This is an optimization exercise on Yosys and OpenROAD, whose aim is small area, a short achievable clock period and few clock cycles per item, not a production implementation.
RTL that was checked went through simulation tests only; none was proved equivalent to the original.
No functional check of the RTL was part of run 6.
Power and IR drop assume default switching activity.

### flow/run.sh
#!/bin/bash
# synth_recipe.tcl (not shown) runs the flow's synth.tcl, then flattens the netlist and writes it again
# the make line also repeats each setting of config.mk as NAME=value (left out here)
make -C /OpenROAD-flow-scripts/flow DESIGN_CONFIG=/design/flow/config.mk WORK_HOME=/design/flow/orfs CLKGATE_MAP_FILE= SYNTH_SCRIPT=/design/flow/synth_recipe.tcl finish
### flow/config.mk
export PLATFORM = sky130hd
export DESIGN_NAME = size_latency_histogram
export DESIGN_NICKNAME = size_latency_histogram
export VERILOG_FILES = /design/flow/design.v
export SDC_FILE = /design/flow/constraint.sdc
export NUM_CORES = 4
export LEC_CHECK = 0
export CAP_MARGIN = 20
export CORE_MARGIN = 2
export CORE_UTILIZATION = 55
export CTS_BUF_LIST = sky130_fd_sc_hd__clkbuf_4 sky130_fd_sc_hd__clkbuf_8
export CTS_CLUSTER_SIZE = 24
export SETUP_SLACK_MARGIN = 5
export SLEW_MARGIN = 20
export SYNTH_HIERARCHICAL = 1
export SYNTH_MINIMUM_KEEP_SIZE = 0
### flow/constraint.sdc
create_clock -name core_clock -period 8.0 [get_ports {clk}]
set_input_delay 1.6000 -clock core_clock [delete_from_list [all_inputs] [get_ports {clk}]]
set_output_delay 1.6000 -clock core_clock [all_outputs]
set_load 0.01 [all_outputs]
### flow/design.v
package slh_pkg;
	localparam int BIN_W   = 2;
	localparam int SIZE_W  = 40;
	localparam int TIME_W  = 32;
	localparam int MSEC_W  = 10;
	localparam int COUNT_W = 16;
	localparam logic [1:0] REQ_RECORD = 2'd0;
	localparam logic [1:0] REQ_CLEAR  = 2'd1;
	localparam logic [1:0] REQ_READ   = 2'd2;
	localparam logic [1:0] OP_EMPTY = 2'd0;   
	localparam logic [1:0] OP_COUNT = 2'd1;   
	localparam logic [1:0] OP_CLEAR = 2'd2;   
	localparam logic [1:0] OP_READ  = 2'd3;   
endpackage
module slh_le #(
	parameter int W = 8
) (
	input  logic [W-1:0] a,
	input  logic [W-1:0] b,
	output logic         le
);
	localparam int LV = $clog2(W + 1);
	localparam int NP = 1 << LV;
	logic [NP-1:0] g [LV+1];
	logic [NP-1:0] p [LV+1];
	always_comb begin
		g[0] = '0;
		p[0] = '1;
		g[0][0] = 1'b1;
		for (int i = 0; i < W; i++) begin
			g[0][i+1] = b[i] & ~a[i];
			p[0][i+1] = b[i] | ~a[i];
		end
		for (int l = 0; l < LV; l++) begin
			g[l+1] = '0;
			p[l+1] = '0;
			for (int i = 0; i < (NP >> (l + 1)); i++) begin
				g[l+1][i] = g[l][2*i+1] | (p[l][2*i+1] & g[l][2*i]);
				p[l+1][i] = p[l][2*i+1] & p[l][2*i];
			end
		end
		le = g[LV][0];
	end
endmodule
module slh_add #(
	parameter int W = 8
) (
	input  logic [W-1:0] a,
	input  logic [W-1:0] b,
	input  logic         ci,
	output logic [W-1:0] y
);
	localparam int LV = $clog2(W + 1);
	localparam int NP = 1 << LV;
	logic [NP-1:0] g [LV+1];
	logic [NP-1:0] p [LV+1];
	always_comb begin
		g[0] = '0;
		p[0] = '0;
		g[0][0] = ci;
		for (int i = 0; i < W; i++) begin
			g[0][i+1] = a[i] & b[i];
			p[0][i+1] = a[i] ^ b[i];
		end
		for (int l = 0; l < LV; l++) begin
			g[l+1] = g[l];
			p[l+1] = p[l];
			for (int i = 0; i < NP; i++) begin
				if ((i >> l) & 1) begin
					g[l+1][i] = g[l][i] | (p[l][i] & g[l][((i >> l) << l) - 1]);
					p[l+1][i] = p[l][i] & p[l][((i >> l) << l) - 1];
				end
			end
		end
		for (int i = 0; i < W; i++)
			y[i] = p[0][i+1] ^ g[LV][i];
	end
endmodule
module slh_front (
	input  logic        clk,
	input  logic        arst_n,
	input  logic        take,
	input  logic [1:0]  req_type,
	input  logic [39:0] bytes_sent,
	input  logic [31:0] launch_sec,
	input  logic [9:0]  launch_msec,
	input  logic [31:0] now_sec,
	input  logic [9:0]  now_msec,
	input  logic [1:0]  read_size_bin,
	input  logic [1:0]  read_time_bin,
	input  logic        cfg_we,
	input  logic [2:0]  cfg_index,
	input  logic [39:0] cfg_data,
	output logic        ent_valid,
	output logic [5:0]  ent
);
	logic [39:0] size_lim_q [4];
	logic [31:0] time_lim_q [4];
	logic [3:0]  size_set_q;
	logic [3:0]  time_set_q;
	always_ff @(posedge clk or negedge arst_n) begin
		if (!arst_n) begin
			size_set_q <= '0;
			time_set_q <= '0;
		end else if (cfg_we) begin
			if (!cfg_index[2]) size_set_q[cfg_index[1:0]] <= 1'b1;
			else               time_set_q[cfg_index[1:0]] <= 1'b1;
		end
	end
	always_ff @(posedge clk) begin
		if (cfg_we) begin
			if (!cfg_index[2]) size_lim_q[cfg_index[1:0]] <= cfg_data;
			else               time_lim_q[cfg_index[1:0]] <= cfg_data[31:0];
		end
	end
	logic [3:0] size_le;
	for (genvar i = 0; i < 4; i++) begin : g_size
		slh_le #(.W(40)) u_le (.a(bytes_sent), .b(size_lim_q[i]), .le(size_le[i]));
	end
	logic        v0_q;
	logic [1:0]  typ0_q;
	logic [3:0]  rb0_q;
	logic [3:0]  hit0_q;
	logic [41:0] now0_q;
	logic [41:0] lau0_q;
	always_ff @(posedge clk or negedge arst_n) begin
		if (!arst_n) v0_q <= 1'b0;
		else         v0_q <= take;
	end
	always_ff @(posedge clk) begin
		typ0_q <= req_type;
		rb0_q  <= {read_size_bin, read_time_bin};
		hit0_q <= ~size_set_q | size_le;
		now0_q <= {now_sec, now_msec};
		lau0_q <= {launch_sec, launch_msec};
	end
	logic [42:0] w;
	logic        far;
	slh_sub43 u_w (.a(now0_q), .b(lau0_q), .y(w));
	assign far = !((&w[42:34]) || !(|w[42:34]));
	logic        v1_q;
	logic [1:0]  typ1_q;
	logic [3:0]  rb1_q;
	logic        sf1_q;
	logic [1:0]  ss1_q;
	logic [34:0] w1_q;
	logic        far1_q;
	logic        neg1_q;
	logic        dmp1_q;    
	always_ff @(posedge clk or negedge arst_n) begin
		if (!arst_n) v1_q <= 1'b0;
		else         v1_q <= v0_q;
	end
	always_ff @(posedge clk) begin
		typ1_q <= typ0_q;
		rb1_q  <= rb0_q;
		sf1_q  <= |hit0_q;
		ss1_q  <= hit0_q[0] ? 2'd0 : hit0_q[1] ? 2'd1 : hit0_q[2] ? 2'd2 : 2'd3;
		w1_q   <= w[34:0];
		far1_q <= far;
		neg1_q <= w[42];
		dmp1_q <= now0_q[9:0] >= lau0_q[9:0];
	end
	logic [34:0] el;
	logic        el_neg;
	logic        el_big;
	slh_el u_el (.w(w1_q), .dmp(dmp1_q), .el(el));
	assign el_neg = far1_q ? neg1_q : el[34];
	assign el_big = far1_q ? !neg1_q : (!el[34] && (el[33] || el[32]));
	logic        v2_q;
	logic [1:0]  typ2_q;
	logic [3:0]  rb2_q;
	logic        sf2_q;
	logic [1:0]  ss2_q;
	logic [31:0] el2_q;
	logic        neg2_q;
	logic        big2_q;
	always_ff @(posedge clk or negedge arst_n) begin
		if (!arst_n) v2_q <= 1'b0;
		else         v2_q <= v1_q;
	end
	always_ff @(posedge clk) begin
		typ2_q <= typ1_q;
		rb2_q  <= rb1_q;
		sf2_q  <= sf1_q;
		ss2_q  <= ss1_q;
		el2_q  <= el[31:0];
		neg2_q <= el_neg;
		big2_q <= el_big;
	end
	logic [3:0] time_le;
	logic [3:0] time_hit;
	logic       t_found;
	logic [1:0] t_sel;
	for (genvar j = 0; j < 4; j++) begin : g_time
		slh_le #(.W(32)) u_le (.a(el2_q), .b(time_lim_q[j]), .le(time_le[j]));
	end
	always_comb begin
		for (int j = 0; j < 4; j++)
			time_hit[j] = neg2_q || (!big2_q && (!time_set_q[j] || time_le[j]));
		t_found = |time_hit;
		t_sel   = time_hit[0] ? 2'd0 : time_hit[1] ? 2'd1 : time_hit[2] ? 2'd2 : 2'd3;
		case (typ2_q)
			slh_pkg::REQ_RECORD: ent = (sf2_q && t_found) ? {slh_pkg::OP_COUNT, ss2_q, t_sel} :
				{slh_pkg::OP_EMPTY, 4'd0};
			slh_pkg::REQ_CLEAR:  ent = {slh_pkg::OP_CLEAR, 4'd0};
			slh_pkg::REQ_READ:   ent = {slh_pkg::OP_READ, rb2_q};
			default:             ent = {slh_pkg::OP_EMPTY, 4'd0};
		endcase
	end
	assign ent_valid = v2_q;
endmodule
module slh_sub43 (
	input  logic [41:0] a,
	input  logic [41:0] b,
	output logic [42:0] y
);
	slh_add #(.W(43)) u_add (.a({1'b0, a}), .b({1'b1, ~b}), .ci(1'b1), .y(y));
endmodule
module slh_el (
	input  logic [34:0] w,
	input  logic        dmp,
	output logic [34:0] el
);
	logic [34:0] wh;
	logic [34:0] t1, t2, s, c;
	always_comb begin
		wh = {{10{w[34]}}, w[34:10]};
		t1 = {~wh[30:0], {4{dmp}}};
		t2 = {~wh[31:0], {3{dmp}}};
		s  = w ^ t1 ^ t2;
		c  = {(w[33:0] & t1[33:0]) | (w[33:0] & t2[33:0]) | (t1[33:0] & t2[33:0]), dmp};
	end
	slh_add #(.W(35)) u_add (.a(s), .b(c), .ci(dmp), .y(el));
endmodule
module slh_queue (
	input  logic       clk,
	input  logic       arst_n,
	input  logic       in_valid,
	output logic       in_stall,
	output logic       take,
	input  logic       ent_valid,
	input  logic [5:0] ent,
	input  logic       pop,
	output logic       head_valid,
	output logic [5:0] head
);
	localparam int CAP = 5;    
	logic [5:0] mem_q [4];
	logic [1:0] wr_q;
	logic [1:0] rd_q;
	logic [2:0] cnt_q;
	logic       hv_q;
	logic [5:0] head_q;
	logic [2:0] busy_q;        
	logic       stall_q;
	logic       load;
	logic       qempty;
	logic       qpush;
	logic       qpop;
	assign in_stall   = stall_q;
	assign take       = in_valid && !stall_q;
	assign head_valid = hv_q;
	assign head       = head_q;
	assign load   = !hv_q || pop;
	assign qempty = (cnt_q == 3'd0);
	assign qpop   = load && !qempty;
	assign qpush  = ent_valid && !(load && qempty);
	always_ff @(posedge clk) begin
		if (qpush) mem_q[wr_q] <= ent;
	end
	always_ff @(posedge clk) begin
		if (load) head_q <= qempty ? ent : mem_q[rd_q];
	end
	always_ff @(posedge clk or negedge arst_n) begin
		if (!arst_n) begin
			wr_q    <= '0;
			rd_q    <= '0;
			cnt_q   <= '0;
			hv_q    <= 1'b0;
			busy_q  <= '0;
			stall_q <= 1'b0;
		end else begin
			if (qpush) wr_q <= wr_q + 2'd1;
			if (qpop)  rd_q <= rd_q + 2'd1;
			cnt_q <= cnt_q + 3'(qpush) - 3'(qpop);
			if (load) hv_q <= !qempty || ent_valid;
			busy_q  <= busy_q + 3'(take) - 3'(pop);
			stall_q <= (busy_q + 3'(take) - 3'(pop)) >= 3'(CAP);
		end
	end
endmodule
module slh_back (
	input  logic        clk,
	input  logic        arst_n,
	input  logic        head_valid,
	input  logic [5:0]  head,
	output logic        pop,
	output logic        out_valid,
	input  logic        out_stall,
	output logic        out_counted,
	output logic [1:0]  out_size_bin,
	output logic [1:0]  out_time_bin,
	output logic [15:0] out_count_value
);
	logic [15:0] cnt_q [16];
	logic [15:0] live_q;
	logic        ov_q;
	logic [20:0] od_q;
	logic [1:0]  op;
	logic [3:0]  idx;
	logic [15:0] cur;
	logic [15:0] inc;
	logic [20:0] res;
	assign op  = head[5:4];
	assign idx = head[3:0];
	assign pop = head_valid && (!ov_q || !out_stall);
	assign out_valid = ov_q;
	assign {out_counted, out_size_bin, out_time_bin, out_count_value} = od_q;
	always_comb begin
		cur = '0;
		for (int i = 0; i < 16; i++)
			cur = cur | ({16{live_q[i] && (idx == 4'(i))}} & cnt_q[i]);
		inc = cur + 16'd1;
		case (op)
			slh_pkg::OP_COUNT: res = {1'b1, idx, inc};
			slh_pkg::OP_READ:  res = {1'b0, idx, cur};
			default:           res = '0;
		endcase
	end
	always_ff @(posedge clk) begin
		for (int i = 0; i < 16; i++)
			if (pop && op == slh_pkg::OP_COUNT && idx == 4'(i))
				cnt_q[i] <= inc;
	end
	always_ff @(posedge clk or negedge arst_n) begin
		if (!arst_n) begin
			live_q <= '0;
		end else if (pop) begin
			if (op == slh_pkg::OP_CLEAR)
				live_q <= '0;
			else if (op == slh_pkg::OP_COUNT)
				live_q[idx] <= 1'b1;
		end
	end
	always_ff @(posedge clk or negedge arst_n) begin
		if (!arst_n)        ov_q <= 1'b0;
		else if (pop)       ov_q <= 1'b1;
		else if (!out_stall) ov_q <= 1'b0;
	end
	always_ff @(posedge clk) begin
		if (pop) od_q <= res;
	end
endmodule
module size_latency_histogram (
	input  logic        clk,
	input  logic        arst_n,
	input  logic        in_valid,
	output logic        in_stall,
	input  logic [1:0]  in_req_type,
	input  logic [39:0] in_bytes_sent,
	input  logic [31:0] in_launch_sec,
	input  logic [9:0]  in_launch_msec,
	input  logic [31:0] in_now_sec,
	input  logic [9:0]  in_now_msec,
	input  logic [1:0]  in_read_size_bin,
	input  logic [1:0]  in_read_time_bin,
	output logic        out_valid,
	input  logic        out_stall,
	output logic        out_counted,
	output logic [1:0]  out_size_bin,
	output logic [1:0]  out_time_bin,
	output logic [15:0] out_count_value,
	input  logic        cfg_we,
	input  logic [2:0]  cfg_index,
	input  logic [39:0] cfg_data
);
	logic       take;
	logic       ent_valid;
	logic [5:0] ent;
	logic       pop;
	logic       head_valid;
	logic [5:0] head;
	slh_front u_front (
		.clk           (clk),
		.arst_n        (arst_n),
		.take          (take),
		.req_type      (in_req_type),
		.bytes_sent    (in_bytes_sent),
		.launch_sec    (in_launch_sec),
		.launch_msec   (in_launch_msec),
		.now_sec       (in_now_sec),
		.now_msec      (in_now_msec),
		.read_size_bin (in_read_size_bin),
		.read_time_bin (in_read_time_bin),
		.cfg_we        (cfg_we),
		.cfg_index     (cfg_index),
		.cfg_data      (cfg_data),
		.ent_valid     (ent_valid),
		.ent           (ent)
	);
	slh_queue u_queue (
		.clk        (clk),
		.arst_n     (arst_n),
		.in_valid   (in_valid),
		.in_stall   (in_stall),
		.take       (take),
		.ent_valid  (ent_valid),
		.ent        (ent),
		.pop        (pop),
		.head_valid (head_valid),
		.head       (head)
	);
	slh_back u_back (
		.clk             (clk),
		.arst_n          (arst_n),
		.head_valid      (head_valid),
		.head            (head),
		.pop             (pop),
		.out_valid       (out_valid),
		.out_stall       (out_stall),
		.out_counted     (out_counted),
		.out_size_bin    (out_size_bin),
		.out_time_bin    (out_time_bin),
		.out_count_value (out_count_value)
	);
endmodule
==> impl_results.md, run 1 <==
- Max cap viols: 0
- Grt ovf: 0
- Fill count: 4,322
- Worst Hold Class: reg2reg
- Main synth FF type: edfxtp_1
- Via Count: 25.5k
- Final Hold Slack: 0.324 ns
- Max-slew violations: 0
- CP endpoint kind: flop
- Number of H-tree levels: 4
- Starting Density: ~56%
- R2r startpoint: u_queue.head_q[0]
- Total GRT Usage: roughly 28%
- DRC Markers: 0
- Critical path type: reg2reg
- TritonCTS clock tree: built
- Post-layout min period: 3.27 ns
- Total CTS buffers: around 140
- DR pass1 iterations: 7
- Final setup viols: 0
- Drt total wl: ~100 mm
- Crit-path cells: inv_2, ha_4, buf_6, and4b_4, buf_12, a22o_1, a221oi_2, and3_4, buf_6, nand4_1, nand4_1, buf_6, nor3_4, buf_12, buf_4, a211o_1
- Met2 global-route usage: 46.9%
- Fmax achieved: just over 300 MHz
- Die height: 262 um
- Setup TNS: 0 ns
- DRT iter0 DRCs: 2,532
- Slew HR: between 40% and 50%
- Worst path slowest cell: edfxtp_1
- Post-route ant nets: 0
- RR Endpoint: u_back.od_q[13]
- Mux cell area share after synthesis: 0.760%
- XOR/XNOR Fraction of Synth Area: 1.82%
- Worst-margin pin slew: 0.863 ns
- DR WL/cell: approximately 22 um
- Wire length of the first global-routing pass: 144 mm
- Met3 Resource Use GR: 5.11%
- Arrival time worst endpoint: 3.81 ns
- Final #Nets: ~3.7k
- Number of flops mapped to enable cells by yosys: between 500 and 600
- Worst skew pair latency: 0.79 ns
- Largest family of logic cells by synthesized area: compound AO/OA/AOI/OAI gates
- Fin area: 47,300 um2
- Hold Crit Depth: 0
- Area delta synth->final: 29.4%
- Seq/Total Area, Yosys: 61.7%
- # IOs: 201
- Largest net degree at the start of global routing: 42
- Fin cells: 4,375
- Worst Setup Slack, final: between 4 and 5 ns
- Unrepaired setup endpoints after global routing: true
- DP Worst Slack: about 3.5 ns
- # hold bufs at CTS: 0
- Final Hold Fails: 0
- Layout Utilization: 71.9%
- CORE AREA: 65,700 um2
- Detail Placement HPWL: 60.2 mm
- Compound-Gate Fraction of Synth Area: 13.0%
- Crit path largest cell delay: 0.47 ns
- Clk buf depth: 3
- GRT met1 Usage: 35.2%
- Synthesized instance count: 2,822
- GP Congestion: 0.904
- Crit path max fanout: 4
- Final worst-path cycle share: roughly two fifths
- Run status: finished clean
- Worst EP required: 8.53 ns
- Number of synthesized register bits: 819
- Overall power: 14.7 mW
- Distinct cells, synth: between 100 and 150
- Adder-cell share of the synthesized area: 7.70%
- Cell family with most CP delay: buffers and inverters
- Mapped Avg Cell Area: 13.0 um2
- Input/output buffers: 200
- Number of core rows: 94
- Ys Warns: 23
- CP most frequent cell: buf_6
- Min-Delay Endpoint: u_front.rb2_q[0]
- Number of global-route vias before repair: between 20k and 30k
- Initial antenna violation count: 2
- FFs w/ async S/R, synth: 4.88%
- Commonest non-fill, non-tap cell in the layout: edfxtp_1
- Die W: around 260 um
- Pwr dens: 310 nW/um2
- Buf/Inv on CP: 7
- Worst clock skew: 0.0504 ns
- Maximum vdd drop: 0.163 mV
- Reg2Reg Depth: 16
- Share of post-route cells with drive strength above 1: 29.9%
- Worst setup SP type: flop
- Reg clk slew, reported paths: 0.07 ns
- Simple-gate portion of the synthesized area: approximately a tenth
- Clock Sinks: between 800 and 900
- Inst Count DP: 3,862
- Area post-placement: 39,900 um2
- Detailed-route vias per instance: 5.84
- Pleak: between 15 and 20 nW
- Die Area: 68,500 um2
- Min-delay src: u_front.rb1_q[0]
- Setup crit start: u_queue.head_q[0]
- Most Used Layer, Global Route: met2
- Clock Root Buffer: clkbuf_8
- Flop2flop setup slack: 4.73 ns
- Most frequent cells in the layout: edfxtp_1, inv_1, buf_4, clkbuf_8, clkdlybuf4s50_1
- Mapped Area: approximately 37,000 um2
## cell type report
cell class                 instances  area [um2]  share of cell area [%]
timing repair buffer             489        4840                    10.2
antenna                            1        2.50                 0.00529
clock buffer                     196        2450                    5.17
inverter                         401        1560                    3.31
multi-input combinational       1556       14400                    30.5
tap                              864        1080                    2.29
sequential                       819       22600                    47.8
clock inverter                    49         337                   0.712
## per-module statistics from Yosys (local to each module, per instance), excerpt
module | times used | area (um2) | cells | flops+latches
slh_sub43 | 1 | 165 | 44 | 0
slh_queue | 1 | 1750 | 97 | 42
slh_back | 1 | 11600 | 711 | 294
slh_el | 1 | 896 | 84 | 0
slh_front | 1 | 13300 | 586 | 483
## sequential cells by signal, summed over array words and instances (netlist names), 3 cells and up
name,cells
u_front.size_lim_q,160
u_front.w1_q,35
u_queue.cnt_q,3
u_front.rb2_q,4
u_back.live_q,16
u_queue.head_q,6
u_front.hit0_q,4
u_front.lau0_q,42
u_front.el2_q,32
u_queue.mem_q,24
u_front.size_set_q,4
u_front.rb1_q,4
u_queue.busy_q,3
u_front.rb0_q,4
u_back.od_q,21
u_front.time_lim_q,128
u_back.cnt_q,256
u_front.now0_q,42
u_front.time_set_q,4
## kinds of logic (layout without fill, tap and decap cells)
| family | count (synthesis) | count (layout) |
|---|---|---|
| flops | 819 | 819 |
| compound gates | 603 | 603 |
| other cells | 2 | 4 |
| mux | 19 | 19 |
| buf+inv | 455 | 1135 |
| simple gates | 637 | 643 |
| fa+ha+maj | 212 | 212 |
| xor+xnor | 75 | 76 |
## worst max path at each step
stage | slack, ns | to | depth (start not counted)
after floorplan | 4.63 | u_queue.cnt_q[1] | 7
after global placement | 3.62 | u_back.cnt_q[12][9] | 8
after detailed placement | 3.46 | u_back.cnt_q[15][6] | 9
after CTS | 4.83 | u_back.od_q[13] | 17
after global routing | 4.63 | u_back.od_q[13] | 16
final | 4.73 | u_back.od_q[13] | 16
## synth_stat cells (37+ instances only)
master	instances	area share (%)
nand2b_1	99	1.7
ha_1	113	3.9
nor2b_1	46	0.79
maj3_1	44	1.2
nand2_1	111	1.1
xnor2_1	49	1.2
dfxtp_1	184	10
a21oi_1	98	1.3
a22oi_1	108	2.2
nor2_1	136	1.4
fa_1	39	2.1
inv_1	335	3.4
nand4_1	37	0.63
dfrtp_1	40	2.7
edfxtp_1	595	49
inv_2	41	0.42
nand3_1	46	0.63
## worst reg2reg max path: stages (launching register included)
cell and delay [ns]:
edfxtp_1 0.47, inv_2 0.13, ha_4 0.20, buf_6 0.12, and4b_4 0.21, buf_12 0.14, a22o_1 0.19, a221oi_2 0.22
and3_4 0.24, buf_6 0.09, nand4_1 0.12, nand4_1 0.15, buf_6 0.15, nor3_4 0.05, buf_12 0.14, buf_4 0.13
a211o_1 0.30
## layer usage
metal | vias up | routed length, um | part of all wire (%)
met5 | - | 13 | 0.013
met4 | 2 | 4010 | 4.1
met3 | 283 | 7050 | 7.2
met2 | 1130 | 48400 | 49
met1 | 12453 | 38700 | 39
li1 | 11668 | - | -
## repair_timing
item,CTS,global route
resized for setup,429,147
setup buffers,185,67
cloned,9,5
setup endpoints to repair,500,282
pin swaps,160,144
## power by group
group	internal, mW	switching (mW)
combinational	2.47	2.80
sequential	5.25	0.413
clock	2.05	1.67
total	9.77	4.89
Testbench counts, summed over its fixed seeds: cycles 32,040, items 32,000.
==> run 2, diff against run 1 <==
--- a/flow/config.mk
+++ b/flow/config.mk
@@ -10,4 +10,2 @@
 export CORE_UTILIZATION = 55
-export CTS_BUF_LIST = sky130_fd_sc_hd__clkbuf_4 sky130_fd_sc_hd__clkbuf_8
-export CTS_CLUSTER_SIZE = 24
 export SETUP_SLACK_MARGIN = 5
==> impl_results.md, run 2 <==
- Synth top area share: 48.9% (unchanged)
- DRC Markers: 0 (unchanged)
- Crit path max fanout: 16 (was 4)
- Wire length of the first global-routing pass: 143 mm (was 144 mm)
- Reg clk slew, reported paths: 0.06 ns (was 0.07 ns)
- Total GRT Usage: 27.4% (was 27.6%)
- CP endpoint kind: flop (unchanged)
- Total CTS buffers: 85 (was 135)
- Setup TNS: 0 ns (unchanged)
- Via Count: 25.0k (was 25.5k)
- Worst EP required: 8.36 ns (was 8.53 ns)
- Die Area: 68,500 um2 (unchanged)
- Unrepaired setup endpoints after global routing: true (unchanged)
- Inst Count DP: 3,862 (unchanged)
- Arrival time worst endpoint: 3.66 ns (was 3.81 ns)
- Comb pwr share: 34.5% (was 35.9%)
- Reg2Reg Depth: 15 (was 16)
- Clock Root Buffer: clkbuf_16 (was clkbuf_8)
- Clk buf depth: 3 (unchanged)
- Share of post-route cells with drive strength above 1: 26.2% (was 29.9%)
- Number of core rows: 94 (unchanged)
- Pwr dens: 316 nW/um2 (was 310 nW/um2)
- Critical path type: reg2reg (unchanged)
- Fmax achieved: 303 MHz (was 305 MHz)
- Grt ovf: 0 (unchanged)
- Number of global-route vias before repair: 24.9k (was 25.3k)
- Run status: finished clean (unchanged)
- Distinct cells, synth: 114 (unchanged)
- Max-slew violations: 0 (unchanged)
- Worst skew pair latency: 0.65 ns (was 0.79 ns)
- Slew HR: 48.0% (was 42.3%)
- Pleak: 18.0 nW (was 18.2 nW)
- DR pass1 iterations: 6 (was 7)
- Max reg flops: 256 (unchanged)
- # IOs: 201 (unchanged)
- Largest net degree at the start of global routing: 42 (unchanged)
- Detailed-route vias per instance: 5.89 (was 5.84)
- Worst setup SP type: flop (unchanged)
- Fin cells: 4,250 (was 4,375)
- Psw: 4.83 mW (was 4.89 mW)
- Maximum vdd drop: 0.208 mV (was 0.163 mV)
- Detail Placement HPWL: 60.2 mm (unchanged)
- Clock network power share: 27.5% (was 25.4%)
- Mapped Avg Cell Area: 13.0 um2 (unchanged)
- Worst clock skew: 0.0410 ns (was 0.0504 ns)
- GP Congestion: 0.904 (unchanged)
- Antenna Cells: 0 (was 1)
- Final #Nets: 3,644 (was 3,732)
- DR WL/cell: 22.7 um (was 22.4 um)
- Count leader, synth: edfxtp_1 (unchanged)
- DRT iter0 DRCs: 2,297 (was 2,532)
- Hold Crit Depth: 0 (unchanged)
- Input/output buffers: 200 (unchanged)
- Area delta synth->final: 28.8% (was 29.4%)
- Number of flops mapped to enable cells by yosys: 595 (unchanged)
- Initial antenna violation count: 2 (unchanged)
- Seq/Total Area, Yosys: 61.7% (unchanged)
- Clock Sinks: 819 (unchanged)
- Register with the most flip-flops: u_back.cnt_q (unchanged)
- P_int: 10.1 mW (was 9.77 mW)
- Synthesized instance count: 2,822 (unchanged)
- Most frequent cells in the layout: edfxtp_1, inv_1, buf_4, dfxtp_1, clkdlybuf4s50_1 (was edfxtp_1, inv_1, buf_4, clkbuf_8, clkdlybuf4s50_1)
- FFs w/ async S/R, synth: 4.88% (unchanged)
- Post-route ant nets: 0 (unchanged)
- Synth area leaders: edfxtp_1, dfxtp_1, ha_1 (unchanged)
- Drt total wl: 96.3 mm (was 98.1 mm)
- Most frequent cells after synthesis: edfxtp_1, inv_1, dfxtp_1 (unchanged)
- Number of synthesized register bits: 819 (unchanged)
- TritonCTS clock tree: built (unchanged)
- Worst-margin pin slew: 0.778 ns (was 0.863 ns)
- Seq pwr share: 38.0% (was 38.7%)
- Final setup viols: 0 (unchanged)
- Die height: 262 um (unchanged)
- Number of H-tree levels: 3 (was 4)
- Net Sw Frac: 32.5% (was 33.3%)
- # hold bufs at CTS: 0 (unchanged)
- Post-layout min period: 3.30 ns (was 3.27 ns)
- Starting Density: 55.6% (unchanged)
- Cell taking the most area after synthesis: edfxtp_1 (unchanged)
- Die W: 262 um (unchanged)
- Commonest non-fill, non-tap cell in the layout: edfxtp_1 (unchanged)
- Final worst-path cycle share: 41.2% (was 40.9%)
- CORE AREA: 65,700 um2 (unchanged)
- Ys Warns: 23 (unchanged)
- Final Hold Fails: 0 (unchanged)
- Worst Hold Class: reg2reg (unchanged)
- Max cap viols: 0 (unchanged)
- Main synth FF type: edfxtp_1 (unchanged)
- Mapped Area: 36,500 um2 (unchanged)
[run 2: cell count changes in the layout (fill, tap and decap cells not counted), moves of 9 or more]
cell,previous run,this run
clkbuf_8,156,9
clkbuf_16,4,86
clkbuf_4,40,0
dlygate4sd2_1,8,43
buf_4,198,172
buf_2,23,0
clkbuf_1,0,21
clkinv_1,33,20
buf_12,40,28
clkdlybuf4s50_1,155,143
bufinv_16,2,11
[run 2: per-module statistics from Yosys, one instance, submodules excluded, excerpt]
module,cell area (um2),cells
slh_back,11600,711
slh_el,896,84
slh_front,13300,586
slh_queue,1750,97
slh_sub43,165,44
[run 2: kinds of logic (layout without fill, tap and decap cells)]
family,Yosys count,count (layout),share of synthesized area [%]
multiplexers,19,19,0.760
buffers and inverters,455,1011,5.20
adder cells (fa/ha/maj),212,212,7.70
XOR/XNOR,75,76,1.82
AND/OR/NAND/NOR,637,643,9.78
other,2,3,0.0205
flip-flops,819,819,61.7
AO/OA/AOI/OAI,603,603,13.0
[run 2: repair_timing]
| item | 4_1_cts | 5_1_grt |
|---|---|---|
| gates resized for setup | 393 | 139 |
| endpoints found under the setup margin | 553 | 339 |
| gates cloned | 9 | 2 |
| pin swaps | 138 | 120 |
| buffers inserted | 157 | 61 |
[run 2: layer usage]
metal  up-vias  part of all wire, %  GRT usage (%)
li1      11451                    -              -
met1     12311                   40           35.7
met2      1005                   50           47.4
met3       243                  6.4           3.66
met4         4                  3.8           9.56
met5         -                0.055              0
[run 2: stage by stage]
step                instance area, um2  hold slack [ns]  setup slack (ns)  util [%]  power, mW
detailed placement               39900            0.312              3.46      60.7       9.36
finish                           47100            0.289              4.70      71.6       14.9
global route                     47100            0.300              4.60      71.6       15.6
global placement                 39900            0.316              3.62      60.7       9.26
CTS                              45900            0.296              4.81      69.9       14.4
floorplan                        36900            0.310              4.63         -       8.27
[run 2: critical path, stage by stage, from the launching register on]
cell and delay (ns):
edfxtp_1 0.46, inv_2 0.17, ha_4 0.17, and4_4 0.43, a22oi_1 0.12, nand2_1 0.15, a2111oi_4 0.07, buf_4 0.16
a211oi_4 0.27, buf_4 0.18, buf_6 0.09, nand4_1 0.10, buf_6 0.17, nor3_4 0.18, buf_12 0.17, xnor2_4 0.11
[run 2: final timing paths]
check	from	end	slack [ns]
worst max-delay path	u_queue.head_q[0]	u_back.cnt_q[8][13]	4.70
worst min-delay path	u_front.rb0_q[0]	u_front.rb1_q[0]	0.29
worst max register to register	u_queue.head_q[0]	u_back.cnt_q[8][13]	4.70
worst min register to register	u_front.rb0_q[0]	u_front.rb1_q[0]	0.29
max in group asynchronous	arst_n	u_front.time_set_q[1]	6.54
min in group asynchronous	arst_n	u_back.live_q[7]	0.97
[run 2: area by class of cell]
class | count | area (um2)
Sequential cell | 819 | 22600
Tap cell | 864 | 1080
Clock inverter | 44 | 611
Multi-Input combinational cell | 1556 | 14400
Inverter | 401 | 1570
Timing Repair Buffer | 451 | 4440
Fill cell | 4288 | 18700
Clock buffer | 115 | 2330
[run 2: power groups by stage]
stage	logic (mW)	registers, mW	clock network (mW)
5_1_grt	5.54	5.70	4.33
3_5_place_dp	3.62	5.74	0
6_report	5.13	5.65	4.10
2_1_floorplan	2.70	5.57	0
3_3_place_gp	3.53	5.73	0
4_1_cts	4.55	5.64	4.16
==> run 3, diff against run 2 <==
--- a/flow/config.mk
+++ b/flow/config.mk
@@ -12,3 +12 @@
 export SLEW_MARGIN = 20
-export SYNTH_HIERARCHICAL = 1
-export SYNTH_MINIMUM_KEEP_SIZE = 0
==> impl_results.md, run 3 <==
- Die W: 255 um (was 262 um)
- Area post-placement: 38,600 um2 (was 39,900 um2)
- CORE AREA: 62,700 um2 (was 65,700 um2)
- Crit path max fanout: 2 (was 16)
- Initial antenna violation count: 2 (unchanged)
- Wire length of the first global-routing pass: 135 mm (was 143 mm)
- Layout Utilization: 71.7% (was 71.6%)
- Final setup viols: 0 (unchanged)
- Reg clk slew, reported paths: 0.06 ns (about the same)
- Worst setup SP type: input pin (was flop)
- Drt total wl: 90.4 mm (was 96.3 mm)
- Post-route ant nets: 0 (unchanged)
- Cell taking the most area after synthesis: edfxtp_1 (unchanged)
- Commonest non-fill, non-tap cell in the layout: edfxtp_1 (unchanged)
- Die height: 255 um (was 262 um)
- Final #Nets: 3,413 (was 3,644)
- Die Area: 65,200 um2 (was 68,500 um2)
- Worst-margin pin slew: 1.01 ns (was 0.778 ns)
- Number of H-tree levels: 3 (unchanged)
- Overall power: 14.6 mW (was 14.9 mW)
- DR top layer: met5 (unchanged)
- Flop2flop setup slack: 4.31 ns (was 4.70 ns)
- Number of core rows: 92 (was 94)
- Most frequent cells in the layout: edfxtp_1, inv_1, clkdlybuf4s50_1, dfxtp_1, buf_4 (was edfxtp_1, inv_1, buf_4, dfxtp_1, clkdlybuf4s50_1)
- Critical path type: in2reg (was reg2reg)
- Clock Sinks: 819 (unchanged)
- Seq/Total Area, Yosys: 64.9% (was 61.7%)
- DRC Markers: 0 (unchanged)
- Register with the most flip-flops: u_back.cnt_q (unchanged)
- Distinct cells, synth: 83 (was 114)
- Wl on met1: 36.8 mm (was 38.7 mm)
- CP endpoint kind: flop (unchanged)
- Detail Placement HPWL: 56.5 mm (was 60.2 mm)
- Post-layout min period: 3.80 ns (was 3.30 ns)
- Detailed-route vias per instance: 5.83 (was 5.89)
- Worst Setup Slack, final: 4.20 ns (was 4.70 ns)
- Reg2Reg Depth: 18 (was 15)
- Pwr dens: 324 nW/um2 (was 316 nW/um2)
- # hold bufs at CTS: 0 (unchanged)
- Total GRT Usage: 27.5% (was 27.4%)
- Slew HR: 32.4% (was 48.0%)
- Setup TNS: 0 ns (unchanged)
- Synthesized instance count: 2,600 (was 2,822)
- Clock Root Buffer: clkbuf_16 (unchanged)
- Most frequent cells after synthesis: edfxtp_1, inv_1, dfxtp_1 (unchanged)
- Pleak: 17.0 nW (was 18.0 nW)
- Worst clock skew: 0.0300 ns (was 0.0410 ns)
- # IOs: 201 (unchanged)
- GP Congestion: 0.870 (was 0.904)
- Worst Setup EP: u_front.hit0_q[1] (was u_back.cnt_q[8][13])
- Mapped Avg Cell Area: 13.4 um2 (was 13.0 um2)
- Fin area: 45,000 um2 (was 47,100 um2)
- DR pass1 iterations: 6 (unchanged)
- Setup crit start: in_bytes_sent[0] (was u_queue.head_q[0])
- Clk buf depth: 3 (unchanged)
- Maximum vdd drop: 0.201 mV (was 0.208 mV)
- Number of global-route vias before repair: 23.5k (was 24.9k)
- Max-slew violations: 0 (unchanged)
- Largest net degree at the start of global routing: 42 (unchanged)
- Number of flops mapped to enable cells by yosys: 595 (unchanged)
- Input/output buffers: 200 (unchanged)
- Arrival time worst endpoint: 4.30 ns (was 3.66 ns)
- Worst skew pair latency: 0.64 ns (was 0.65 ns)
- Starting Density: 55.4% (was 55.6%)
- Max reg flops: 256 (unchanged)
- Synth top area share: 51.4% (was 48.9%)
- Ys Warns: 17 (was 23)
- DP Worst Slack: 3.00 ns (was 3.46 ns)
- Fmax achieved: 263 MHz (was 303 MHz)
- Grt ovf: 0 (unchanged)
- Worst EP required: 8.49 ns (was 8.36 ns)
- DR WL/cell: 22.6 um (was 22.7 um)
- RR Endpoint: u_front.big2_q (was u_back.cnt_q[8][13])
- Number of synthesized register bits: 819 (unchanged)
- DRT iter0 DRCs: 2,074 (was 2,297)
- Count leader, synth: edfxtp_1 (unchanged)
- Total CTS buffers: 83 (was 85)
- Worst Hold Class: reg2reg (unchanged)
- Routed wire length on met2: 44.7 mm (was 47.7 mm)
- Final Hold Fails: 0 (unchanged)
- Area delta synth->final: 29.5% (was 28.8%)
- Wire length on met3: 5.85 mm (was 6.16 mm)
- Synth area leaders: edfxtp_1, dfxtp_1, ha_1 (unchanged)
- R2r startpoint: u_front.w1_q[30] (was u_queue.head_q[0])
- FFs w/ async S/R, synth: 4.88% (unchanged)
- Final worst-path cycle share: 47.6% (was 41.2%)
- Via Count: 23.3k (was 25.0k)
- Main synth FF type: edfxtp_1 (unchanged)
- Share of post-route cells with drive strength above 1: 23.5% (was 26.2%)
- Mapped Area: 34,700 um2 (was 36,500 um2)
- TritonCTS clock tree: built (unchanged)
- Run status: finished clean (unchanged)
- Unrepaired setup endpoints after global routing: true (unchanged)
- Max cap viols: 0 (unchanged)
run 3: changes by cell type after synthesis, sizes merged, moves of 19 or more:
cell,before,now
inv,376,263
a22oi,111,58
nand2b,103,76
clkbuf,6,39
o22ai,29,49
a221oi,18,41
buf,48,17
maj3,60,102
a22o,27,50
clkinv,21,2
nor2b,50,75
nand4,38,18
run 3: where the power goes:
part	total, mW	switching, mW	internal (mW)	leakage [nW]
clock	3.87	1.59	2.28	1.33
sequential	5.56	0.339	5.23	7.49
combinational	5.13	2.63	2.49	8.14
total	14.6	4.56	10.0	17.0
run 3: critical path, stage by stage:
cell and delay [ns]:
buf_8 0.08, nand2b_4 0.04, maj3_2 0.29, maj3_2 0.30, maj3_2 0.29, maj3_2 0.29, maj3_2 0.31, o211ai_1 0.35
nand4_1 0.21, a222oi_1 0.37, o211ai_1 0.15
run 3: how the worst min path moves through the flow:
stage	from	end	slack, ns	cells after the start
2_1_floorplan	u_front.rb0_q[0]	u_front.rb1_q[0]	0.31	0
5_1_grt	u_front.w1_q[0]	u_front.el2_q[0]	0.34	0
3_5_place_dp	u_front.sf1_q	u_front.sf2_q	0.31	0
6_report	u_front.typ0_q[1]	u_front.typ1_q[1]	0.33	0
3_3_place_gp	u_front.w1_q[0]	u_front.el2_q[0]	0.32	0
4_1_cts	u_front.ss1_q[1]	u_front.ss2_q[1]	0.33	0
run 3: per-layer routing:
| metal | vias up | track usage (%) |
|---|---|---|
| met5 | - | 0 |
| met4 | 2 | 9.84 |
| met3 | 195 | 4.55 |
| met2 | 873 | 46.7 |
| met1 | 11561 | 35.8 |
| li1 | 10710 | - |
run 3: logic make-up (layout without fill, tap and decap cells):
kind of cell / Yosys count / after routing / synth area share [%]
and+or+nand+nor: 574 / 578 / 8.62
DFF: 819 / 819 / 64.9
AOI/OAI and AO/OA: 553 / 553 / 11.6
other: 0 / 1 / 0
adders and majority gates: 242 / 242 / 8.80
muxes: 11 / 11 / 0.537
buffers and inverters: 321 / 875 / 3.53
xor gates and xnor gates: 80 / 80 / 2.02
run 3: layout make-up:
class                           instances  area, um2
Fill cell                            4181      17700
Inverter                              265       1010
Timing Repair inverter                  1       5.00
Tap cell                              846       1060
Antenna cell                            1       2.50
Clock buffer                          114       2310
Timing Repair Buffer                  461       4630
Clock inverter                         34        399
Sequential cell                       819      22600
Multi-Input combinational cell       1464      13000
run 3: what timing repair did:
item | CTS | global route
setup buffers | 169 | 50
hold endpoints to repair | 0 | 0
endpoints found under the setup margin | 602 | 560
cloned | 12 | 0
gates resized for setup | 298 | 139
pin swaps | 102 | 130
run 3: per-stage QoR:
| stage | std cells | hold slack, ns |
|---|---|---|
| floorplan | 2600 | 0.310 |
| global placement | 3624 | 0.316 |
| detailed placement | 3625 | 0.315 |
| CTS | 3954 | 0.331 |
| global route | 4005 | 0.336 |
| finish | 4005 | 0.328 |
==> run 4, diff against run 3 <==
--- a/flow/design.v
+++ b/flow/design.v
@@ -94,3 +94,4 @@
 	output logic        ent_valid,
-	output logic [5:0]  ent
+	output logic [5:0]  ent,
+	output logic [15:0] ent_oh     
 );
@@ -194,2 +195,5 @@
 	logic [1:0] t_sel;
+	logic [3:0] t_oh;
+	logic [15:0] rd_oh;
+	logic [15:0] cnt_oh;
 	for (genvar j = 0; j < 4; j++) begin : g_time
@@ -202,2 +206,8 @@
 		t_sel   = time_hit[0] ? 2'd0 : time_hit[1] ? 2'd1 : time_hit[2] ? 2'd2 : 2'd3;
+		t_oh    = time_hit & ~{time_hit[2:0], 1'b0} & ~{time_hit[1:0], 2'b0} & ~{time_hit[0], 3'b0};
+		for (int i = 0; i < 16; i++) begin
+			rd_oh[i]  = (rb2_q == 4'(i));
+			cnt_oh[i] = (ss2_q == 2'(i / 4)) && t_oh[i % 4];
+		end
+		ent_oh = (typ2_q == slh_pkg::REQ_READ) ? rd_oh : cnt_oh;
 		case (typ2_q)
@@ -243,5 +253,7 @@
 	input  logic [5:0] ent,
+	input  logic [15:0] ent_oh,
 	input  logic       pop,
 	output logic       head_valid,
-	output logic [5:0] head
+	output logic [5:0] head,
+	output logic [15:0] head_oh     
 );
@@ -254,2 +266,4 @@
 	logic [5:0] head_q;
+	logic [15:0] head_oh_q;
+	logic [15:0] mem_oh;
 	logic [2:0] busy_q;        
@@ -264,2 +278,3 @@
 	assign head       = head_q;
+	assign head_oh    = head_oh_q;
 	assign load   = !hv_q || pop;
@@ -271,4 +286,11 @@
 	end
+	always_comb begin
+		for (int i = 0; i < 16; i++)
+			mem_oh[i] = (mem_q[rd_q][3:0] == 4'(i));
+	end
 	always_ff @(posedge clk) begin
-		if (load) head_q <= qempty ? ent : mem_q[rd_q];
+		if (load) begin
+			head_q    <= qempty ? ent : mem_q[rd_q];
+			head_oh_q <= qempty ? ent_oh : mem_oh;
+		end
 	end
@@ -297,2 +319,3 @@
 	input  logic [5:0]  head,
+	input  logic [15:0] head_oh,
 	output logic        pop,
@@ -322,3 +345,3 @@
 		for (int i = 0; i < 16; i++)
-			cur = cur | ({16{live_q[i] && (idx == 4'(i))}} & cnt_q[i]);
+			cur = cur | ({16{live_q[i] && head_oh[i]}} & cnt_q[i]);
 		inc = cur + 16'd1;
@@ -332,3 +355,3 @@
 		for (int i = 0; i < 16; i++)
-			if (pop && op == slh_pkg::OP_COUNT && idx == 4'(i))
+			if (pop && op == slh_pkg::OP_COUNT && head_oh[i])
 				cnt_q[i] <= inc;
@@ -342,3 +365,3 @@
 			else if (op == slh_pkg::OP_COUNT)
-				live_q[idx] <= 1'b1;
+				live_q <= live_q | head_oh;
 		end
@@ -383,2 +406,4 @@
 	logic [5:0] head;
+	logic [15:0] ent_oh;
+	logic [15:0] head_oh;
 	slh_front u_front (
@@ -399,3 +424,4 @@
 		.ent_valid     (ent_valid),
-		.ent           (ent)
+		.ent           (ent),
+		.ent_oh        (ent_oh)
 	);
@@ -409,5 +435,7 @@
 		.ent        (ent),
+		.ent_oh     (ent_oh),
 		.pop        (pop),
 		.head_valid (head_valid),
-		.head       (head)
+		.head       (head),
+		.head_oh    (head_oh)
 	);
@@ -418,2 +446,3 @@
 		.head            (head),
+		.head_oh         (head_oh),
 		.pop             (pop),
--- a/flow/config.mk
+++ b/flow/config.mk
@@ -10,3 +10,7 @@
 export CORE_UTILIZATION = 55
-export SETUP_SLACK_MARGIN = 5
+export CTS_BUF_LIST = sky130_fd_sc_hd__clkbuf_4 sky130_fd_sc_hd__clkbuf_8
+export CTS_CLUSTER_SIZE = 24
+export SETUP_SLACK_MARGIN = 4.6
 export SLEW_MARGIN = 20
+export SYNTH_HIERARCHICAL = 1
+export SYNTH_MINIMUM_KEEP_SIZE = 0
==> impl_results.md, run 4 <==
- Worst skew pair latency: 0.79 ns (was 0.64 ns)
- Number of core rows: 96 (was 92)
- Number of synthesized register bits: 835 (was 819)
- Clock Root Buffer: clkbuf_8 (was clkbuf_16)
- Share of post-route cells with drive strength above 1: 17.7% (was 23.5%)
- Final setup viols: 0 (unchanged)
- CP endpoint kind: output port (was flop)
- Unrepaired setup endpoints after global routing: false (was true)
- Crit path largest cell delay: 0.57 ns (was 0.37 ns)
- Cell family with most CP delay: buffers and inverters (was adder cells)
- Max-slew violations: 0 (unchanged)
- Slew HR: 28.1% (was 32.4%)
- # hold bufs at CTS: 0 (unchanged)
- Commonest non-fill, non-tap cell in the layout: edfxtp_1 (unchanged)
- Initial antenna violation count: 3 (was 2)
- DR pass1 iterations: 7 (was 6)
- FFs w/ async S/R, synth: 4.79% (was 4.88%)
- Via Count: 25.6k (was 23.3k)
- Clk buf depth: 3 (unchanged)
- Register with the most flip-flops: u_back.cnt_q (unchanged)
- Worst clock skew: 0.0410 ns (was 0.0300 ns)
- Max cap viols: 0 (unchanged)
- Pwr dens: 373 nW/um2 (was 324 nW/um2)
- Ys Warns: 23 (was 17)
- Final Hold Fails: 0 (unchanged)
- Fmax achieved: 303 MHz (was 263 MHz)
- DRC Markers: 0 (unchanged)
- Input/output buffers: 200 (unchanged)
- Arrival time worst endpoint: 1.70 ns (was 4.30 ns)
- Seq/Total Area, Yosys: 60.7% (was 64.9%)
- # IOs: 201 (unchanged)
- Buf/Inv on CP: 1 (unchanged)
- Detailed-route vias per instance: 5.83 (about the same)
- DRT iter0 DRCs: 2,407 (was 2,074)
- Most frequent cells after synthesis: edfxtp_1, inv_1, nand3_1 (was edfxtp_1, inv_1, dfxtp_1)
- Total CTS buffers: 141 (was 83)
- Most frequent cells in the layout: edfxtp_1, inv_1, nand3_1, clkdlybuf4s50_1, dfxtp_1 (was edfxtp_1, inv_1, clkdlybuf4s50_1, dfxtp_1, buf_4)
- Die W: 267 um (was 255 um)
- GP Congestion: 0.916 (was 0.870)
- Die Area: 71,100 um2 (was 65,200 um2)
- Largest net degree at the start of global routing: 42 (unchanged)
- Distinct cells, synth: 111 (was 83)
- Run status: finished clean (unchanged)
- Maximum vdd drop: 0.232 mV (was 0.201 mV)
- Critical path type: reg2out (was in2reg)
- Crit-path cells: clkdlybuf4s50_1 (was buf_8, nand2b_4, maj3_2, maj3_2, maj3_2, maj3_2, maj3_2, o211ai_1, nand4_1, a222oi_1, o211ai_1)
- Number of flops mapped to enable cells by yosys: 611 (was 595)
- Mapped Avg Cell Area: 12.5 um2 (was 13.4 um2)
- Total GRT Usage: 27.0% (was 27.5%)
- Drt total wl: 96.2 mm (was 90.4 mm)
- Worst setup SP type: flop (was input pin)
- Number of H-tree levels: 4 (was 3)
- Main synth FF type: edfxtp_1 (unchanged)
- Clock Sinks: 835 (was 819)
- Final worst-path cycle share: 41.2% (was 47.6%)
- Setup TNS: 0 ns (unchanged)
- Cell taking the most area after synthesis: edfxtp_1 (unchanged)
- Number of global-route vias before repair: 25.6k (was 23.5k)
- Overall power: 16.7 mW (was 14.6 mW)
- Pleak: 16.9 nW (was 17.0 nW)
- Detail Placement HPWL: 66.0 mm (was 56.5 mm)
- Count leader, synth: edfxtp_1 (unchanged)
- Mapped Area: 37,900 um2 (was 34,700 um2)
- Synth area leaders: edfxtp_1, dfxtp_1, nand3_1 (was edfxtp_1, dfxtp_1, ha_1)
- Post-layout min period: 3.30 ns (was 3.80 ns)
- Synth top area share: 48.4% (was 51.4%)
- Worst Hold Class: reg2reg (unchanged)
- Area delta synth->final: 18.3% (was 29.5%)
- Die height: 267 um (was 255 um)
- Worst EP required: 6.40 ns (was 8.49 ns)
- Grt ovf: 0 (unchanged)
- Final #Nets: 3,713 (was 3,413)
- Starting Density: 55.4% (about the same)
- TritonCTS clock tree: built (unchanged)
- Post-route ant nets: 0 (unchanged)
- DR WL/cell: 21.9 um (was 22.6 um)
- Worst-margin pin slew: 1.08 ns (was 1.01 ns)
- CORE AREA: 68,500 um2 (was 62,700 um2)
- Worst path slowest cell: clkdlybuf4s50_1 (was a222oi_1)
- Reg clk slew, reported paths: 0.06 ns (about the same)
- Max reg flops: 256 (unchanged)
- Synthesized instance count: 3,040 (was 2,600)
- Crit path max fanout: 2 (unchanged)
- Wire length of the first global-routing pass: 146 mm (was 135 mm)
[run 4: cell types whose count changed after synthesis, sizes merged, moves of 40 or more]
cell,change
nand4,+62
maj3,-42
inv,+115
buf,+53
a221oi,-40
a22o,-41
nand3,+272
[run 4: per-module statistics from Yosys, one instance, submodules excluded, excerpt]
module	cell area, um2	cells	copies in the design
slh_sub43	165	44	1
slh_el	896	84	1
slh_front	13500	621	1
slh_back	12100	829	1
slh_queue	2530	171	1
[run 4: layout make-up]
| type | count | area, um2 |
|---|---|---|
| clock buffers | 204 | 2540 |
| repair inverters | 1 | 5.00 |
| flip-flops and latches | 835 | 23100 |
| clock inverters | 53 | 543 |
| multi-input cells | 1720 | 13400 |
| repair buffers | 286 | 2670 |
| diodes | 2 | 5.00 |
| inverters | 402 | 1570 |
| fillers | 5181 | 23600 |
| well taps | 882 | 1100 |
[run 4: repair_timing]
item | 4_1_cts | 5_1_grt
cloned | 1 | 1
setup endpoints to repair | 236 | 91
setup buffers | 28 | 25
resized for setup | 45 | 84
pin swaps | 5 | 34
[run 4: where the power goes]
group / switching, mW / internal [mW] / total, mW / leakage [nW]
combinational: 3.57 / 2.22 / 5.80 / 7.75
sequential: 0.732 / 6.09 / 6.82 / 7.54
clock: 1.73 / 2.38 / 4.10 / 1.62
total: 6.03 / 10.7 / 16.7 / 16.9
[run 4: cell families after synthesis]
group,Yosys count,synth area share [%]
simple gates,915,13.3
flops,835,60.7
compound gates,496,10.1
buf+inv,487,6.01
fa+ha+maj,208,7.29
xor+xnor,86,2.01
mux,11,0.518
other cells,2,0.0198
[run 4: worst paths after layout]
path | depth (start not counted) | endpoint | slack [ns] | startpoint
max in group asynchronous | 1 | u_front.time_set_q[1] | 6.73 | arst_n
min in group asynchronous | 1 | u_front.size_set_q[2] | 0.79 | arst_n
max reg2reg | 12 | u_front.neg2_q | 4.72 | u_front.w1_q[34]
min reg2reg | 0 | u_front.rb2_q[1] | 0.31 | u_front.rb1_q[1]
max | 1 | in_stall | 4.70 | u_queue.stall_q
min | 0 | u_front.rb2_q[1] | 0.31 | u_front.rb1_q[1]
[run 4: layer usage]
layer	global-route usage [%]	up-vias	part of all wire, %
met2	45.1	1030	49
met1	35.0	12454	41
met3	5.60	187	7.5
met5	0	-	0
met4	9.82	0	2.7
li1	-	11885	-
[run 4: per-stage QoR]
| step | setup slack (ns) | util [%] | cells | hold slack (ns) | cell area (um2) |
|---|---|---|---|---|---|
| 2_1_floorplan | 4.00 | - | 3041 | 0.310 | 38100 |
| 3_3_place_gp | 3.35 | 59.4 | 4071 | 0.319 | 40700 |
| 3_5_place_dp | 3.27 | 59.4 | 4071 | 0.314 | 40700 |
| 4_1_cts | 4.47 | 64.6 | 4357 | 0.317 | 44200 |
| 5_1_grt | 4.51 | 65.6 | 4385 | 0.335 | 44900 |
| 6_report | 4.70 | 65.6 | 4385 | 0.313 | 44900 |
Testbench counts of run 4, summed over its fixed seeds: cycles 32,040, items 32,000.
==> run 5, diff against run 4 <==
--- a/flow/config.mk
+++ b/flow/config.mk
@@ -12,3 +12,3 @@
 export CTS_CLUSTER_SIZE = 24
-export SETUP_SLACK_MARGIN = 4.6
+export SETUP_SLACK_MARGIN = 5
 export SLEW_MARGIN = 20
==> impl_results.md, run 5 <==
- DRT iter0 DRCs: 2,290 (was 2,407)
- Max reg flops: 256 (unchanged)
- Flop2flop setup slack: 4.80 ns (was 4.72 ns)
- Final Hold Fails: 0 (unchanged)
- Layout Utilization: 67.2% (was 65.6%)
- Post-route ant nets: 0 (unchanged)
- Detail Placement HPWL: 66.0 mm (about the same)
- Mux cell area share after synthesis: 0.518% (unchanged)
- Crit-path cells: inv_2, fa_1, ha_4, nand4_1, or3_4, a31o_4, and2_4, o21a_1, fa_2, xnor2_2, o21bai_1, mux2i_1 (was clkdlybuf4s50_1)
- Largest net degree at the start of global routing: 42 (unchanged)
- Number of flops mapped to enable cells by yosys: 611 (unchanged)
- Ys Warns: 23 (unchanged)
- Min-delay src: u_front.rb0_q[0] (was u_front.rb1_q[1])
- Final Hold Slack: 0.321 ns (was 0.313 ns)
- Area delta synth->final: 21.2% (was 18.3%)
- Die height: 267 um (unchanged)
- Final setup viols: 0 (unchanged)
- CORE AREA: 68,500 um2 (unchanged)
- CP endpoint kind: flop (was output port)
- Critical path type: reg2reg (was reg2out)
- Mapped Avg Cell Area: 12.5 um2 (unchanged)
- Final #Nets: 3,776 (was 3,713)
- Compound-Gate Fraction of Synth Area: 10.1% (unchanged)
- Clock Root Buffer: clkbuf_8 (unchanged)
- Clock Sinks: 835 (unchanged)
- Inst Count DP: 4,067 (was 4,071)
- Pleak: 17.4 nW (was 16.9 nW)
- Setup TNS: 0 ns (unchanged)
- Area post-placement: 40,800 um2 (was 40,700 um2)
- Grt ovf: 0 (unchanged)
- Number of global-route vias before repair: 26.3k (was 25.6k)
- Fmax achieved: 312 MHz (was 303 MHz)
- Commonest non-fill, non-tap cell in the layout: edfxtp_1 (unchanged)
- Wire length of the first global-routing pass: 148 mm (was 146 mm)
- Register with the most flip-flops: u_back.cnt_q (unchanged)
- DR WL/cell: 21.9 um (about the same)
- Run status: finished clean (unchanged)
- Register area: 23,100 um2 (about the same)
- Fin cells: 4,449 (was 4,385)
- Detailed-route vias per instance: 5.84 (was 5.83)
- Die W: 267 um (unchanged)
- DRC Markers: 0 (unchanged)
- Max-slew violations: 0 (unchanged)
- Input/output buffers: 200 (unchanged)
- Largest family of logic cells by synthesized area: simple AND/OR/NAND/NOR gates (unchanged)
- Arrival time worst endpoint: 3.83 ns (was 1.70 ns)
- Total CTS buffers: 139 (was 141)
- Starting Density: 55.4% (unchanged)
- Share of post-route cells with drive strength above 1: 23.6% (was 17.7%)
- Number of synthesized register bits: 835 (unchanged)
- Worst EP required: 8.63 ns (was 6.40 ns)
- Initial antenna violation count: 2 (was 3)
- Worst Hold Class: reg2reg (unchanged)
- Clk buf depth: 3 (unchanged)
- Reg2Reg Depth: 12 (unchanged)
- Pwr dens: 371 nW/um2 (was 373 nW/um2)
- Buf/Inv on CP: 1 (unchanged)
- Number of core rows: 96 (unchanged)
- Synthesized instance count: 3,040 (unchanged)
- RR Endpoint: u_front.big2_q (was u_front.neg2_q)
- Distinct cells, synth: 111 (unchanged)
- Simple-gate portion of the synthesized area: 13.3% (unchanged)
- FFs w/ async S/R, synth: 4.79% (unchanged)
- Total GRT Usage: 27.4% (was 27.0%)
- Seq/Total Area, Yosys: 60.7% (unchanged)
- Post-layout min period: 3.20 ns (was 3.30 ns)
- Mapped Area: 37,900 um2 (unchanged)
- Adder-cell share of the synthesized area: 7.29% (unchanged)
- # IOs: 201 (unchanged)
- TritonCTS clock tree: built (unchanged)
- Worst Setup Slack, final: 4.80 ns (was 4.70 ns)
- Fill count: 5,035 (was 5,181)
- DR pass1 iterations: 9 (was 7)
- Synth top area share: 48.4% (unchanged)
- Most frequent cells in the layout: edfxtp_1, inv_1, nand3_1, clkdlybuf4s50_1, clkbuf_8 (was edfxtp_1, inv_1, nand3_1, clkdlybuf4s50_1, dfxtp_1)
- Die Area: 71,100 um2 (unchanged)
- Worst skew pair latency: 0.79 ns (about the same)
- Worst clock skew: 0.0390 ns (was 0.0410 ns)
- Hold Crit Depth: 0 (unchanged)
- Count leader, synth: edfxtp_1 (unchanged)
- Synth area leaders: edfxtp_1, dfxtp_1, nand3_1 (unchanged)
- Maximum vdd drop: 0.368 mV (was 0.232 mV)
- Final worst-path cycle share: 40.0% (was 41.2%)
- Reg clk slew, reported paths: 0.06 ns (about the same)
- GP Congestion: 0.916 (about the same)
- Overall power: 17.1 mW (was 16.7 mW)
- Via Count: 26.0k (was 25.6k)
- Slew HR: 27.0% (was 28.1%)
- Max cap viols: 0 (unchanged)
- XOR/XNOR Fraction of Synth Area: 2.01% (unchanged)
- Crit path max fanout: 4 (was 2)
- Number of H-tree levels: 4 (unchanged)
- Worst setup SP type: flop (unchanged)
- Worst path slowest cell: fa_1 (was clkdlybuf4s50_1)
- Main synth FF type: edfxtp_1 (unchanged)
- R2r startpoint: u_front.w1_q[24] (was u_front.w1_q[34])
- Fin area: 46,000 um2 (was 44,900 um2)
- Area of the multi-input gates: 14,200 um2 (was 13,400 um2)
- DP Worst Slack: 3.29 ns (was 3.27 ns)
- Drt total wl: 97.6 mm (was 96.2 mm)
- Min-Delay Endpoint: u_front.rb1_q[0] (was u_front.rb2_q[1])
- Cell taking the most area after synthesis: edfxtp_1 (unchanged)
- Unrepaired setup endpoints after global routing: true (was false)
- Crit path largest cell delay: 0.51 ns (was 0.57 ns)
- Worst-margin pin slew: 1.10 ns (was 1.08 ns)
- Most frequent cells after synthesis: edfxtp_1, inv_1, nand3_1 (unchanged)
- Cell family with most CP delay: adder cells (was buffers and inverters)
-- run 5: cell counts after synthesis --
No cell type changed its count.
-- run 5: timing repair --
action | 4_1_cts | 5_1_grt
setup endpoints to repair | 615 | 249
gates cloned | 3 | 1
resized for setup | 291 | 103
hold buffers | 0 | 0
pin swaps | 99 | 82
setup buffers | 89 | 30
-- run 5: logic make-up after synthesis --
kind of cell / Yosys count
DFF: 835
AOI/OAI and AO/OA: 496
other: 2
muxes: 11
and+or+nand+nor: 915
buffers and inverters: 487
adders and majority gates: 208
xor gates and xnor gates: 86
-- run 5: layout make-up --
| class | instances | area share, % |
|---|---|---|
| clock inverter | 63 | 0.966 |
| sequential | 835 | 50.3 |
| timing repair buffer | 349 | 6.82 |
| timing repair inverter | 1 | 0.0109 |
| inverter | 402 | 3.42 |
| clock buffer | 192 | 5.24 |
| tap | 882 | 2.40 |
| multi-input combinational | 1722 | 30.8 |
| antenna | 3 | 0.0163 |
-- run 5: worst max-delay path by stage --
stage                        to  cells past startpoint        startpoint
2_1_floorplan  u_queue.cnt_q[2]                     13         out_stall
5_1_grt          u_front.big2_q                     12  u_front.w1_q[25]
4_1_cts          u_front.big2_q                     14    u_front.dmp1_q
3_3_place_gp   u_queue.cnt_q[2]                     12         out_stall
3_5_place_dp   u_queue.cnt_q[1]                     11         out_stall
6_report         u_front.big2_q                     12  u_front.w1_q[24]
-- run 5: report_power, final --
| group | internal [mW] | total, mW | switching (mW) | leakage [nW] |
|---|---|---|---|---|
| combinational | 2.58 | 6.44 | 3.86 | 8.33 |
| clock | 2.10 | 3.81 | 1.71 | 1.52 |
| sequential | 6.11 | 6.81 | 0.698 | 7.54 |
-- run 5: per-layer routing --
metal,track usage (%),part of all wire (%)
met1,35.1,40
met2,46.7,50
met3,4.63,7.0
met4,10.2,2.7
met5,0,0
-- run 5: Yosys stat by module (local to each module, per instance), excerpt --
module | area, um2 | flops+latches | times used
slh_back | 12100 | 294 | 1
slh_el | 896 | 0 | 1
slh_sub43 | 165 | 0 | 1
slh_queue | 2530 | 58 | 1
slh_front | 13500 | 483 | 1
==> run 6, diff against run 5 <==
--- a/flow/design.v
+++ b/flow/design.v
@@ -342,6 +342,9 @@
 	assign {out_counted, out_size_bin, out_time_bin, out_count_value} = od_q;
+	logic [255:0] cnt_flat;
 	always_comb begin
-		cur = '0;
 		for (int i = 0; i < 16; i++)
-			cur = cur | ({16{live_q[i] && head_oh[i]}} & cnt_q[i]);
+			cnt_flat[16*i +: 16] = cnt_q[i];
+	end
+	slh_cmux u_cmux (.sel(live_q & head_oh), .cnt(cnt_flat), .cur(cur));
+	always_comb begin
 		inc = cur + 16'd1;
@@ -376,2 +379,13 @@
 	end
+endmodule
+module slh_cmux (
+	input  logic [15:0] sel,
+	input  logic [255:0] cnt,      
+	output logic [15:0] cur
+);
+	always_comb begin
+		cur = '0;
+		for (int i = 0; i < 16; i++)
+			cur = cur | ({16{sel[i]}} & cnt[16*i +: 16]);
+	end
 endmodule
==> impl_results.md, run 6 <==
- Total GRT Usage: 25.7% (was 27.4%)
- Via Count: 24.4k (was 26.0k)
- Largest net degree at the start of global routing: 42 (unchanged)
- TritonCTS clock tree: built (unchanged)
- Main synth FF type: edfxtp_1 (unchanged)
- Seq/Total Area, Yosys: 61.9% (was 60.7%)
- Synth top area share: 49.3% (was 48.4%)
- Max reg flops: 256 (unchanged)
- Reg clk slew, reported paths: 0.06 ns (about the same)
- Final Hold Fails: 0 (unchanged)
- Worst path slowest cell: a222oi_1 (was fa_1)
- Most frequent cells after synthesis: edfxtp_1, inv_1, dfxtp_1 (was edfxtp_1, inv_1, nand3_1)
- Distinct cells, synth: 106 (was 111)
- Reg2Reg Depth: 12 (unchanged)
- DRC Markers: 0 (unchanged)
- Clk buf depth: 3 (unchanged)
- Run status: finished clean (unchanged)
- Count leader, synth: edfxtp_1 (unchanged)
- Pwr dens: 376 nW/um2 (was 371 nW/um2)
- DRT iter0 DRCs: 1,828 (was 2,290)
- Drt total wl: 90.3 mm (was 97.6 mm)
- Worst skew pair latency: 0.77 ns (was 0.79 ns)
- Detail Placement HPWL: 62.6 mm (was 66.0 mm)
- Unrepaired setup endpoints after global routing: true (unchanged)
- CP endpoint kind: flop (unchanged)
- Critical path type: reg2reg (unchanged)
- Max-slew violations: 0 (unchanged)
- Wire length of the first global-routing pass: 137 mm (was 148 mm)
- Worst Hold Class: reg2reg (unchanged)
- Post-layout min period: 3.24 ns (was 3.20 ns)
- Register with the most flip-flops: u_back.cnt_q (unchanged)
- Number of core rows: 95 (was 96)
- Worst-margin pin slew: 1.02 ns (was 1.10 ns)
- Flop2flop setup slack: 4.76 ns (was 4.80 ns)
- Die height: 264 um (was 267 um)
- GP Congestion: 0.898 (was 0.916)
- Synth area leaders: edfxtp_1, dfxtp_1, ha_1 (was edfxtp_1, dfxtp_1, nand3_1)
- Fill count: 4,860 (was 5,035)
- Cell taking the most area after synthesis: edfxtp_1 (unchanged)
- Number of flops mapped to enable cells by yosys: 611 (unchanged)
- Crit-path cells: a222oi_1, o2111ai_2, nor4b_4, o31ai_4, nand3_2, and4bb_1, a41oi_2, o211ai_1, buf_4, o22ai_4, nand2_1, nand2_1 (was inv_2, fa_1, ha_4, nand4_1, or3_4, a31o_4, and2_4, o21a_1, fa_2, xnor2_2, o21bai_1, mux2i_1)
- Post-route ant nets: 0 (unchanged)
- Ys Warns: 24 (was 23)
- Pleak: 17.3 nW (was 17.4 nW)
- Crit path largest cell delay: 0.50 ns (was 0.51 ns)
- Worst EP required: 8.62 ns (was 8.63 ns)
- Die W: 264 um (was 267 um)
- Total CTS buffers: 136 (was 139)
- # IOs: 201 (unchanged)
run 6: cell count changes after synthesis, sizes merged, moves of 5 or more:
cell | before | now
nand3 | 304 | 55
a22o | 9 | 76
a221oi | 1 | 65
nand4 | 80 | 32
buf | 70 | 35
nor4 | 32 | 16
and2 | 14 | 27
o2bb2ai | 17 | 8
clkbuf | 15 | 21
o21a | 10 | 15
run 6: repair_timing:
action                     CTS  global route
hold buffers                 0             0
gates cloned                 4             0
setup buffers               61            53
pin swaps                   91            90
resized for setup          288           131
setup endpoints to repair  469           251
run 6: Yosys stat by module, one instance, submodules excluded, a selection:
module,flip-flops and latches,cells inside,copies in the design,cell area [um2]
slh_el,0,84,1,896
slh_sub43,0,44,1,165
slh_cmux,0,176,1,1480
slh_queue,58,171,1,2530
slh_front,483,621,1,13500
slh_back,294,476,1,9830
run 6: cell families (layout without fill, tap and decap cells):
| group | count (synthesis) | in the layout | share of synthesized area, % |
|---|---|---|---|
| AO/OA/AOI/OAI | 634 | 634 | 13.5 |
| XOR/XNOR | 88 | 88 | 2.09 |
| adder cells (fa/ha/maj) | 209 | 209 | 7.47 |
| buffers and inverters | 461 | 976 | 5.26 |
| flip-flops | 835 | 835 | 61.9 |
| multiplexers | 12 | 12 | 0.555 |
| other | 2 | 5 | 0.0202 |
| AND/OR/NAND/NOR | 620 | 622 | 9.13 |
run 6: metrics by stage:
step	utilization, %	hold WS [ns]	cell area (um2)	instances	worst slack (ns)
final	67.9	0.325	45500	4254	4.76
after floorplan	-	0.310	37400	2862	4.24
after global placement	60.1	0.312	40300	3889	3.36
after CTS	66.3	0.326	44500	4198	4.73
after detailed placement	60.1	0.312	40300	3889	3.33
after global routing	67.9	0.329	45500	4253	4.61
run 6: cell type report:
type / count / area (um2) / area share [%]
Clock buffer: 201 / 2420 / 5.32
Inverter: 405 / 1580 / 3.48
Multi-Input combinational cell: 1568 / 13900 / 30.6
Timing Repair inverter: 1 / 5.00 / 0.0110
Sequential cell: 835 / 23100 / 50.8
Clock inverter: 43 / 333 / 0.731
Tap cell: 873 / 1090 / 2.40
Timing Repair Buffer: 326 / 3040 / 6.68
Antenna cell: 2 / 5.00 / 0.0110
run 6: layer usage:
| metal | up-vias | global-route usage [%] | part of all wire, % |
|---|---|---|---|
| met5 | - | 0 | 0 |
| met4 | 0 | 9.31 | 2.6 |
| met3 | 158 | 3.82 | 4.7 |
| met2 | 706 | 45.6 | 52 |
| met1 | 12017 | 32.1 | 41 |
| li1 | 11471 | - | - |
run 6: report_power, final:
| part | internal (mW) | total (mW) | leakage [nW] | switching (mW) |
|---|---|---|---|---|
| logic | 2.81 | 6.89 | 8.30 | 4.08 |
| registers | 6.09 | 6.55 | 7.56 | 0.457 |
| clock network | 2.05 | 3.70 | 1.47 | 1.65 |
run 6: worst min path at each step:
stage	from	to	slack, ns	cells after the start
2_1_floorplan	u_front.rb0_q[0]	u_front.rb1_q[0]	0.31	0
3_5_place_dp	u_front.typ1_q[0]	u_front.typ2_q[0]	0.31	0
3_3_place_gp	u_front.typ0_q[0]	u_front.typ1_q[0]	0.31	0
6_report	u_front.typ1_q[0]	u_front.typ2_q[0]	0.33	0
5_1_grt	u_front.rb0_q[0]	u_front.rb1_q[0]	0.33	0
4_1_cts	u_front.typ1_q[0]	u_front.typ2_q[0]	0.33	0
run 6: critical path, delay by kind of cell (launching register included):
kind	cells	cell delay [ns]
AOI/OAI and AO/OA	6	1.55
DFF	1	0.39
and+or+nand+nor	5	0.96
buffers and inverters	1	0.21

Check on run 6: ideal ports give 4.757 ns setup slack; a clkbuf_16 on the clock port and buf_2 on the inputs give 4.757 ns; moving port delays by the midpoint clock arrival (0.817 ns) as well gives 4.235 ns.
